Background: an optimization exercise with open tools, aiming at small area, a short achievable clock period and few clock cycles per item. Do not read the settings as production practice.
The RTL was checked by simulation tests, not by an equivalence proof against the original design.

`flow/design.v`:
```
`timescale 1ns / 1ps
package qdq_pkg;
   localparam int NUM_QUEUES  = 32;
   localparam int QUEUE_DEPTH = 8;
   localparam int TAG_BITS    = 16;
   localparam int QADDR_BITS = (NUM_QUEUES > 1) ? $clog2(NUM_QUEUES) : 1;
   localparam int CNT_BITS   = $clog2(QUEUE_DEPTH + 1);
   localparam int QIDX_W   = 5;
   localparam int TAG_W    = 16;
   localparam int COUNT_W  = 4;
   localparam logic OP_ADD  = 1'b0;
   localparam logic OP_TAKE = 1'b1;
   typedef enum logic [1:0] {
      STAT_ADDED = 2'd0,
      STAT_FULL  = 2'd1,
      STAT_TAKEN = 2'd2,
      STAT_EMPTY = 2'd3
   } status_type;
   typedef struct packed {
      logic [TAG_BITS-1:0] tag;
      logic                urgent;
   } entry_type;
   localparam int ENTRY_BITS = TAG_BITS + 1;
   localparam int ROW_BITS   = QUEUE_DEPTH * ENTRY_BITS;
   typedef logic [ROW_BITS-1:0] row_type;
   typedef struct packed {
      row_type              row;
      logic [CNT_BITS-1:0]  count;
      logic                 write;
      status_type           status;
      entry_type            head;
   } update_type;
endpackage
`timescale 1ns / 1ps
module qdq_row_mem (
   input  logic                          clock,
   input  logic                          rd_en,
   input  logic [qdq_pkg::QADDR_BITS-1:0] rd_addr,
   output qdq_pkg::row_type              rd_data,
   input  logic                          wr_en,
   input  logic [qdq_pkg::QADDR_BITS-1:0] wr_addr,
   input  qdq_pkg::row_type              wr_data
);
   qdq_pkg::row_type mem [qdq_pkg::NUM_QUEUES];
   qdq_pkg::row_type rd_data_ff;
   always_ff @(posedge clock) begin
      if (wr_en) begin
         mem[wr_addr] <= wr_data;
      end
      if (rd_en) begin
         rd_data_ff <= mem[rd_addr];
      end
   end
   assign rd_data = rd_data_ff;
endmodule
`timescale 1ns / 1ps
module qdq_count_mem (
   input  logic                          clock,
   input  logic                          reset,
   input  logic                          rd_en,
   input  logic [qdq_pkg::QADDR_BITS-1:0] rd_addr,
   output logic [qdq_pkg::CNT_BITS-1:0]   rd_data,
   input  logic                          wr_en,
   input  logic [qdq_pkg::QADDR_BITS-1:0] wr_addr,
   input  logic [qdq_pkg::CNT_BITS-1:0]   wr_data
);
   logic [qdq_pkg::CNT_BITS-1:0]   mem [qdq_pkg::NUM_QUEUES];
   logic [qdq_pkg::NUM_QUEUES-1:0] valid_ff;
   logic [qdq_pkg::CNT_BITS-1:0]   rd_data_ff;
   always_ff @(posedge clock) begin
      if (wr_en) begin
         mem[wr_addr] <= wr_data;
      end
      if (rd_en) begin
         rd_data_ff <= valid_ff[rd_addr] ? mem[rd_addr] : '0;
      end
   end
   always_ff @(posedge clock) begin
      if (reset) begin
         valid_ff <= '0;
      end else if (wr_en) begin
         valid_ff[wr_addr] <= 1'b1;
      end
   end
   assign rd_data = rd_data_ff;
endmodule
`timescale 1ns / 1ps
module qdq_shift (
   input  logic                        op,
   input  logic                        in_range,
   input  logic [qdq_pkg::TAG_BITS-1:0] tag,
   input  logic                        urgent,
   input  logic [qdq_pkg::CNT_BITS-1:0] count,
   input  qdq_pkg::row_type            row,
   output qdq_pkg::update_type         upd
);
   qdq_pkg::entry_type new_entry;
   logic               full;
   logic               empty;
   always_comb begin
      new_entry.tag    = tag;
      new_entry.urgent = urgent;
      full  = (count >= qdq_pkg::CNT_BITS'(qdq_pkg::QUEUE_DEPTH));
      empty = (count == '0);
      upd.row    = row;
      upd.count  = count;
      upd.write  = 1'b0;
      upd.status = qdq_pkg::STAT_EMPTY;
      upd.head   = '0;
      if (!in_range) begin
         upd.count  = '0;
         upd.status = (op == qdq_pkg::OP_ADD) ? qdq_pkg::STAT_FULL : qdq_pkg::STAT_EMPTY;
      end else if (op == qdq_pkg::OP_ADD) begin
         if (full) begin
            upd.status = qdq_pkg::STAT_FULL;
         end else begin
            upd.status = qdq_pkg::STAT_ADDED;
            upd.write  = 1'b1;
            upd.count  = count + 1'b1;
            if (urgent) begin
               upd.row[0 +: qdq_pkg::ENTRY_BITS] = new_entry;
               for (int k = 1; k < qdq_pkg::QUEUE_DEPTH; k++) begin
                  upd.row[k*qdq_pkg::ENTRY_BITS +: qdq_pkg::ENTRY_BITS] = row[(k-1)*qdq_pkg::ENTRY_BITS +: qdq_pkg::ENTRY_BITS];
               end
            end else begin
               for (int k = 0; k < qdq_pkg::QUEUE_DEPTH; k++) begin
                  if (qdq_pkg::CNT_BITS'(k) == count) begin
                     upd.row[k*qdq_pkg::ENTRY_BITS +: qdq_pkg::ENTRY_BITS] = new_entry;
                  end
               end
            end
         end
      end else begin
         if (empty) begin
            upd.status = qdq_pkg::STAT_EMPTY;
         end else begin
            upd.status = qdq_pkg::STAT_TAKEN;
            upd.write  = 1'b1;
            upd.count  = count - 1'b1;
            upd.head   = row[0 +: qdq_pkg::ENTRY_BITS];
            for (int k = 0; k + 1 < qdq_pkg::QUEUE_DEPTH; k++) begin
               upd.row[k*qdq_pkg::ENTRY_BITS +: qdq_pkg::ENTRY_BITS] = row[(k+1)*qdq_pkg::ENTRY_BITS +: qdq_pkg::ENTRY_BITS];
            end
         end
      end
   end
endmodule
`timescale 1ns / 1ps
module multi_queue_urgent_front_deque (
   input  logic        clock,
   input  logic        reset,
   input  logic        req_tvalid,
   output logic        req_tready,
   input  logic [23:0] req_tdata,   
   input  logic        req_tuser,   
   output logic        rsp_tvalid,
   input  logic        rsp_tready,
   output logic [23:0] rsp_tdata,   
   output logic [1:0]  rsp_tuser    
);
   typedef enum logic {
      S_IDLE,
      S_EXEC
   } state_type;
   state_type state_ff;
   logic                        op_ff;
   logic [qdq_pkg::QIDX_W-1:0]  qidx_ff;
   logic [qdq_pkg::TAG_W-1:0]   tag_ff;
   logic                        urg_ff;
   logic                        rsp_valid_ff;
   qdq_pkg::status_type         rsp_status_ff;
   logic [qdq_pkg::TAG_W-1:0]   rsp_tag_ff;
   logic                        rsp_urg_ff;
   logic [qdq_pkg::COUNT_W-1:0] rsp_cnt_ff;
   logic                        req_accept;
   logic                        in_range;
   logic [qdq_pkg::QADDR_BITS-1:0] rd_addr;
   logic [qdq_pkg::QADDR_BITS-1:0] wr_addr;
   qdq_pkg::row_type            row_rd;
   logic [qdq_pkg::CNT_BITS-1:0] cnt_rd;
   qdq_pkg::update_type         upd;
   logic                        do_write;
   assign req_tready = (state_ff == S_IDLE) && (!rsp_valid_ff || rsp_tready);
   assign req_accept = req_tvalid && req_tready;
   assign rd_addr  = qdq_pkg::QADDR_BITS'(req_tdata[4:0]);
   assign wr_addr  = qdq_pkg::QADDR_BITS'(qidx_ff);
   assign in_range = (32'(qidx_ff) < 32'(qdq_pkg::NUM_QUEUES));
   assign do_write = (state_ff == S_EXEC) && upd.write;
   qdq_row_mem u_row_mem (
      .clock   (clock),
      .rd_en   (req_accept),
      .rd_addr (rd_addr),
      .rd_data (row_rd),
      .wr_en   (do_write),
      .wr_addr (wr_addr),
      .wr_data (upd.row)
   );
   qdq_count_mem u_count_mem (
      .clock   (clock),
      .reset   (reset),
      .rd_en   (req_accept),
      .rd_addr (rd_addr),
      .rd_data (cnt_rd),
      .wr_en   (do_write),
      .wr_addr (wr_addr),
      .wr_data (upd.count)
   );
   qdq_shift u_shift (
      .op       (op_ff),
      .in_range (in_range),
      .tag      (qdq_pkg::TAG_BITS'(tag_ff)),
      .urgent   (urg_ff),
      .count    (cnt_rd),
      .row      (row_rd),
      .upd      (upd)
   );
   always_ff @(posedge clock) begin
      if (req_accept) begin
         op_ff   <= req_tuser;
         qidx_ff <= req_tdata[4:0];
         tag_ff  <= req_tdata[20:5];
         urg_ff  <= req_tdata[21];
      end
   end
   always_ff @(posedge clock) begin
      if (reset) begin
         state_ff     <= S_IDLE;
         rsp_valid_ff <= 1'b0;
      end else begin
         case (state_ff)
            S_IDLE: begin
               if (rsp_valid_ff && rsp_tready) begin
                  rsp_valid_ff <= 1'b0;
               end
               if (req_accept) begin
                  state_ff <= S_EXEC;
               end
            end
            S_EXEC: begin
               rsp_valid_ff  <= 1'b1;
               rsp_status_ff <= upd.status;
               rsp_tag_ff    <= qdq_pkg::TAG_W'(upd.head.tag);
               rsp_urg_ff    <= upd.head.urgent;
               rsp_cnt_ff    <= qdq_pkg::COUNT_W'(upd.count);
               state_ff      <= S_IDLE;
            end
            default: begin
               state_ff <= S_IDLE;
            end
         endcase
      end
   end
   assign rsp_tvalid = rsp_valid_ff;
   assign rsp_tdata  = {3'b000, rsp_cnt_ff, rsp_urg_ff, rsp_tag_ff};
   assign rsp_tuser  = rsp_status_ff;
endmodule
```
`flow/config.mk`:
```
export PLATFORM = sky130hd
export DESIGN_NAME = multi_queue_urgent_front_deque
export DESIGN_NICKNAME = multi_queue_urgent_front_deque
export VERILOG_FILES = /design/flow/design.v
export SDC_FILE = /design/flow/constraint.sdc
export NUM_CORES = 4
export LEC_CHECK = 0
export CAP_MARGIN = 20
export CORE_MARGIN = 2
export CORE_UTILIZATION = 40
export SLEW_MARGIN = 20
export SYNTH_MEMORY_MAX_BITS = 8192
```
`flow/run.sh`:
```
#!/bin/bash
# synth_recipe.tcl (not shown) runs the flow's synth.tcl, then flattens the netlist and writes it again
# the make line also repeats each setting of config.mk as NAME=value (left out here)
make -C /OpenROAD-flow-scripts/flow DESIGN_CONFIG=/design/flow/config.mk WORK_HOME=/design/flow/orfs CLKGATE_MAP_FILE= SYNTH_SCRIPT=/design/flow/synth_recipe.tcl finish
```
`flow/constraint.sdc`:
```
create_clock -name core_clock -period 5.0 [get_ports {clock}]
set_input_delay 1.0000 -clock core_clock [delete_from_list [all_inputs] [get_ports {clock}]]
set_output_delay 1.0000 -clock core_clock [all_outputs]
set_load 0.01 [all_outputs]
```
==> qor.yml <==
run_status: "timing/DRC/antenna clean"
layout_commonest_cell: "edfxtp_1"
met3_usage: 0.0283
worst-r2r-setup-slack_ns: 0.90
cts_max_level: 5
hp-class: "reg2reg"
maxCapViolations: 0
drc: 0
vdd_drop_max_uv: 372
start_kind: "flop"
async_reset_ff_frac: 0
crit_fanout: 40
cts-root-buf: "clkbuf_16"
max_slew_margin: 0.220
gp_congestion: 0.767
routed_wl_um: 484000
via_count: 87100
syn_to_final_growth_pct: 14.4
drive_above_1_share: 0.292
hold_buffers: 0
post-route-period-util: 0.821
final_cell_mix: "edfxtp_1, mux4_2, clkbuf_16"
post-cts-setup-buffers: 0
synth_edf_count: 4666
worstSkewPairLatency_ns: 1.02
drv_slew: 0
synth_area_per_cell_um2: 23.0
grt_overflow: 0
switching_share: 0.219
crit_start: "u_count_mem.rd_data_ff[0]"
clockPowerShare: 0.403
yosys_warnings: 4
cts_tree: "yes"
nFillCells: 37000
grt_pass1_vias: 88200
grt_max_degree: 94
cp-endpoint: "u_row_mem.mem[29][121]"
drt_iter0_drc: 11500
critical_path.cell_chain: "inv_1 > ha_1 > or3b_2 > nand2_1 > nand2_1 > nand3_1 > buf_4 > nor2_4 > buf_4"
period_needed_ns: 4.10
max_clock_freq_mhz: 244
vias_per_cell: 5.92
critPathSlowestCell: "buf_4"
wl_per_cell_um: 32.9
die_area_mm2: 0.459
place_area_mm2: 0.193
r2r-end: "u_row_mem.mem[29][121]"
synth_top_flop_cell: "edfxtp_1"
finalNetCount: 8393
worst-r2r-cell-count: 9
stdcell_count: 14700
antenna_found_initial: 8
ios: 57
p_int_uw: 65500
leakage_uw: 0.0648
met2_usage: 0.346
dpl.hpwl_um: 242000
start_util: 0.401
fin_skew_ns: 0.0973
cts.sinks: 4700
firstDrtPassIters: 6
seq_area_frac_synth: 0.775
grt_pass1_wl_um: 678000
p_sw_uw: 18300
grt_util_met1: 0.287
rsz0062_at_grt: "no"
slowest_delay_ns: 0.88
r2r_start: "u_count_mem.rd_data_ff[0]"
num_rows: 247
ys_types: 44
grt_most_used_layer: "met2"
path_class: "reg2reg"
dp_cells: 13900
clk_pin_slew_worst_paths_ns: 0.06
ant_nets: 0
synthCells: 7894
hold_slack_ns: 0.467
die_h_um: 678
cts_made_buffers: 468
crit_required_ns: 5.57
fp.dieW_um: 678
syn_area_mm2: 0.182
power_density_mw_per_mm2: 404
setup_violations: 0
sequentialPowerShare: 0.536
fin_area_mm2: 0.208
ys_ff_latch: 4700
crit_arrival_ns: 4.67
power_uw: 83900
port_buffers: 51
cp-end-kind: "flop"
core_area_mm2: 0.452
post_cts_resized: 0
track_usage: 0.207
finalHoldViolations: 0
combPwrFrac: 0.061
tightest_slew_ns: 1.17
cts_buffer_depth: 4
[sequential cells by signal, summed over array words and instances (netlist names)]
| signal | flops |
|---|---|
| rsp_tag_ff | 16 |
| u_count_mem.valid_ff | 32 |
| op_ff | 1 |
| rsp_urg_ff | 1 |
| u_row_mem.mem | 4352 |
| u_count_mem.mem | 128 |
| tag_ff | 16 |
| rsp_status_ff | 2 |
| qidx_ff | 5 |
| state_ff | 1 |
| urg_ff | 1 |
| u_row_mem.rd_data_ff | 136 |
| u_count_mem.rd_data_ff | 4 |
| rsp_cnt_ff | 4 |
| rsp_valid_ff | 1 |
[worst max-delay path: cells and delay by family, from the launching register on]
kind | cells | cell delay [ns]
AND/OR/NAND/NOR | 5 | 1.46
adder cells (fa/ha/maj) | 1 | 0.28
buffers and inverters | 3 | 1.30
flip-flops | 1 | 0.51
[per-layer routing]
| metal | vias to the layer above | routed length, µm |
|---|---|---|
| met3 | 715 | 36200 |
| met2 | 3950 | 240000 |
| li1 | 34500 | - |
| met4 | 0 | 12900 |
| met1 | 48000 | 194000 |
| met5 | - | 0 |
[worst min path at each step]
stage | from | to | slack, ns | cells past startpoint
final | u_count_mem.valid_ff[30] | u_count_mem.valid_ff[30] | 0.47 | 2
after global routing | req_tdata[3] | qidx_ff[3] | 0.46 | 1
after CTS | req_tdata[3] | qidx_ff[3] | 0.41 | 1
after detailed placement | u_count_mem.valid_ff[31] | u_count_mem.valid_ff[31] | 0.45 | 2
after global placement | u_count_mem.valid_ff[22] | u_count_mem.valid_ff[22] | 0.44 | 2
after floorplan | op_ff | rsp_status_ff[1] | 0.42 | 0
[logic make-up after synthesis]
group           synth area share
other cells            0.0000207
fa+ha+maj               0.000620
buf+inv                   0.0123
flops                      0.775
compound gates            0.0143
mux                        0.180
simple gates              0.0171
xor+xnor                0.000289
[area by class of cell]
type / count / area, µm² / share of cell area
Timing Repair Buffer: 445 / 5070 / 0.0244
Inverter: 8 / 42.5 / 0.000205
Clock inverter: 254 / 2270 / 0.0109
Sequential cell: 4700 / 141000 / 0.678
Tap cell: 5976 / 7480 / 0.0360
Clock buffer: 596 / 12400 / 0.0596
Antenna cell: 4 / 10.0 / 0.0000482
Multi-Input combinational cell: 2732 / 39600 / 0.191
[Yosys cell counts (5+ instances only)]
master	count	area share
nand3_1	7	0.00019
and3_1	17	0.00059
dfxtp_1	34	0.0037
mux4_2	1386	0.17
or2_2	5	0.00017
and2_1	5	0.00017
nor2_1	188	0.0039
a221oi_1	17	0.00082
nand2_1	468	0.0097
ha_1	9	0.00062
nand3b_1	8	0.00033
nor2b_1	24	0.00083
a22oi_1	102	0.0042
buf_1	36	0.00074
buf_4	38	0.0016
edfxtp_1	4666	0.77
or3b_2	6	0.00029
a31oi_1	20	0.00069
clkbuf_1	240	0.0050
a21o_1	5	0.00021
buf_6	28	0.0017
o21ai_1	13	0.00036
a21oi_1	152	0.0042
o21ai_0	99	0.0027
nor3_1	5	0.00014
inv_1	7	0.00014
buf_2	113	0.0031
mux2i_1	145	0.0080
nor3b_1	7	0.00029
a211oi_1	19	0.00079
[per-stage QoR]
| stage | setup TNS [ns] | util | worst slack, ns |
|---|---|---|---|
| after floorplan | -3758.41 | - | -0.817 |
| after global placement | 0 | 0.426 | 1.09 |
| after detailed placement | 0 | 0.426 | 1.04 |
| after CTS | 0 | 0.458 | 0.989 |
| after global routing | 0 | 0.459 | 0.865 |
| final | 0 | 0.459 | 0.897 |
[power by group through the flow]
stage	clock network [µW]	registers [µW]	logic (µW)
finish	33800	45000	5100
global route	35800	44900	5470
CTS	34300	45000	5040
detailed placement	0	45800	5030
global placement	0	45800	4850
floorplan	0	45700	3150
Testbench counts, summed over its fixed seeds: cycles 32,008, items 16,000.

-- port drivers added, routing unchanged --
Ports are ideal in the flow. The routed layout listed here was re-timed in OpenROAD.
Step 1, drivers: a clkbuf_16 drives clock and a buf_2 each remaining input, both assumed.
Step 2 moves the port delays by t, midway between the first and last clock arrival at a register: inputs arrive t later, outputs are due t later. That takes back most of the time a late clock gives input paths.
a / b / c = no drivers / after step 1 / after step 2; a / b = the first two.
shift t [ns]: 1.075
setup slack, ns: 0.897 / 0.897 / 0.897
hold WS [ns]: 0.467 / 0.435 / 0.467
After both steps this run still meets setup and hold. The setup slack of this run moves by 0.000 ns with the drivers and by 0.000 ns with both steps.
